This design comes from an exercise in tuning for small area, a short achievable clock period and few clock cycles per item on the open sky130 flow, not from production work.

==> inputs of run A <==
==> flow/design.v (excerpt) <==
module ssc (
    input  wire logic                        clk,
    input  wire logic                        reset,
    input  wire logic                        in_valid,
    output logic                             in_ready,
    input  wire logic [ssc_pkg::CARD_W-1:0]  card_num,
    input  wire logic [ssc_pkg::MONEY_W-1:0] input_money,
    input  wire logic [ssc_pkg::SLOT_W-1:0]  snack_num,
    input  wire logic [ssc_pkg::SLOT_W-1:0]  price,
    output logic                             out_valid,
    input  wire logic                        out_ready,
    output logic                             card_ok,
    output logic [ssc_pkg::MONEY_W-1:0]      out_change
);
    logic fire_in, fire_out;
    logic [2:0] pending;          
    logic       near_full, full;
    logic [2:0] vld;              
    assign fire_in   = in_valid && in_ready;
    assign fire_out  = out_valid && out_ready;
    assign near_full = pending == 3'(4);
    assign full      = pending == 3'(5);
    always_ff @(posedge clk) begin
        if (reset) begin
            pending  <= '0;
            in_ready <= 1'b0;
            vld      <= '0;
        end else begin
            if (fire_in && !fire_out)      pending <= pending + 1'b1;
            else if (!fire_in && fire_out) pending <= pending - 1'b1;
            in_ready <= !(near_full || full) || (near_full && !(in_valid && !fire_out)) ||
                        (full && fire_out);
            vld      <= {vld[1:0], fire_in};
        end
    end
    logic [9:0] q [4];
    logic [1:0] wp, rp;
  ...
Settings: LEC_CHECK=0, CAP_MARGIN=20, CORE_MARGIN=2, CORE_UTILIZATION=65, SLEW_MARGIN=20; clock period 27.0 ns.
run.sh (not shown) runs the stock make flow with config.mk's settings and CLKGATE_MAP_FILE= SYNTH_SCRIPT=/design/flow/synth_recipe.tcl, a recipe that flattens the netlist after the stock synthesis.
==> run B (differences from run A) <==
--- a/flow/design.v
+++ b/flow/design.v
@@ -211,55 +211,52 @@
     output logic                             card_ok,
     output logic [ssc_pkg::MONEY_W-1:0]      out_change
 );
     logic fire_in, fire_out;
     logic [2:0] pending;          
-    logic       near_full, full;
+    logic [2:0] pending_n;
     logic [2:0] vld;              
-    assign fire_in   = in_valid && in_ready;
-    assign fire_out  = out_valid && out_ready;
-    assign near_full = pending == 3'(4);
-    assign full      = pending == 3'(5);
+    assign fire_in  = in_valid && in_ready;
+    assign fire_out = out_valid && out_ready;
+    assign pending_n = pending + 3'(fire_in) - 3'(fire_out);
     always_ff @(posedge clk) begin
         if (reset) begin
             pending  <= '0;
             in_ready <= 1'b0;
             vld      <= '0;
         end else begin
-            if (fire_in && !fire_out)      pending <= pending + 1'b1;
-            else if (!fire_in && fire_out) pending <= pending - 1'b1;
-            in_ready <= !(near_full || full) || (near_full && !(in_valid && !fire_out)) ||
-                        (full && fire_out);
+            pending  <= pending_n;
+            in_ready <= pending_n < 3'(5);
             vld      <= {vld[1:0], fire_in};
         end
     end
     logic [9:0] q [4];
     logic [1:0] wp, rp;
     logic [2:0] qn;                
-    logic       push, to_out, take;
+    logic       push, to_out, q_to_out, q_push;
     logic [9:0] res;
-    assign res    = {r3_cok, res_3};
-    assign push   = vld[2];
-    assign to_out = !out_valid || out_ready;
-    assign take   = to_out && (qn != '0 || push);
+    assign res      = {r3_cok, res_3};
+    assign push     = vld[2];
+    assign to_out   = !out_valid || out_ready;
+    assign q_to_out = to_out && qn != '0;
+    assign q_push   = push && !(to_out && qn == '0);
     always_ff @(posedge clk) begin
         if (reset) begin
             out_valid <= 1'b0;
             wp        <= '0;
             rp        <= '0;
             qn        <= '0;
         end else begin
-            if (to_out) out_valid <= qn != '0 || push;
-            if (push) wp <= wp + 1'b1;
-            if (take) rp <= rp + 1'b1;
-            if (push && !take)      qn <= qn + 1'b1;
-            else if (!push && take) qn <= qn - 1'b1;
+            if (to_out) out_valid <= push || qn != 0;
+            if (q_push)   wp <= wp + 1'b1;
+            if (q_to_out) rp <= rp + 1'b1;
+            qn <= qn + 3'(q_push) - 3'(q_to_out);
         end
     end
     always_ff @(posedge clk) begin
-        if (push) q[wp] <= res;
-        if (to_out) {card_ok, out_change} <= (qn != '0) ? q[rp] : res;
+        if (q_push) q[wp] <= res;
+        if (to_out) {card_ok, out_change} <= (qn != 0) ? q[rp] : res;
     end
     logic [63:0] r1_card;
     logic [8:0] r1_money;
     logic [3:0] r1_q0;
     logic [3:0] r1_p0;
CORE_UTILIZATION = 40   (was 65)
==> run K (differences from run A) <==
SLEW_MARGIN = 60   (was 20)
==> comparison table <==
quantity	run A	run K	run B
Run status	finished clean	finished clean	finished clean
Detailed placement HPWL	44600 um	44700 um	42700 um
Wire length of the first global-routing pass	91700 um	92100 um	84700 um
Mean area per synthesized cell	9.64 um^2	9.64 um^2	9.97 um^2
Share of post-route cells with drive strength above 1	0.0822	0.0949	0.0857
Post-layout net count	2902	2907	2785
Worst reg2reg setup slack	17480 ps	18010 ps	18180 ps
DRT iter0 DRCs	1202	1367	1015
Count of TritonRoute iterations in the first routing pass	6	5	8
Wire length on met1	24400 um	24500 um	23800 um
Share of the clock period used by the worst path	0.353	0.333	0.327
CP max FO	24	24	21
Number of non-clock buffers in the layout	159	164	159
Post-detailed-routing wire length	57300 um	57600 um	52800 um
Total placed cells including tap cells	2932	2931	3103
Xor and xnor fraction of the mapped netlist area	0.0306	0.0306	0.0313
Die Span Y	192 um	192 um	241 um
Critical path's slowest cell	a31oi_2	fa_1	o211ai_2
Initial Utilization	0.661	0.661	0.406
Highest Clock Rate	0.105 GHz	0.111 GHz	0.113 GHz
Area fraction in compound gates after synthesis	0.160	0.160	0.145
Row Count	68	68	86
Layout area overhead	13.4%	14.3%	15.9%
No functional check of the RTL was part of any run of this note.

## what the ideal ports hide
The results above use ideal ports. As a check the final layouts listed here were re-extracted and re-timed, cells and wires unchanged.
Step 1, drivers: a clkbuf_16 drives clk and a buf_2 each remaining input, both assumed.
Step 2 times the ports against the registers' clock, not the clock port: input delays grow and output delays shrink by t, the midpoint of the rising clock arrivals with the driver on.
Slacks: ideal / step 1 / step 2; pairs: ideal / step 1.
| run | t (ns) | slack for setup (ns) | hold WS [ns] | worst register clock-pin slew, ns |
|---|---|---|---|---|
| run A | 0.617 | 17.476 / 17.476 / 17.476 | 0.326 / 0.326 / 0.326 | 0.07 / 0.07 |
| run B | 0.611 | 18.176 / 18.176 / 18.176 | 0.325 / 0.325 / 0.325 | 0.07 / 0.07 |
| run K | 0.611 | 18.010 / 18.010 / 18.010 | 0.326 / 0.326 / 0.326 | 0.06 / 0.06 |
After both steps every run listed still meets setup and hold.
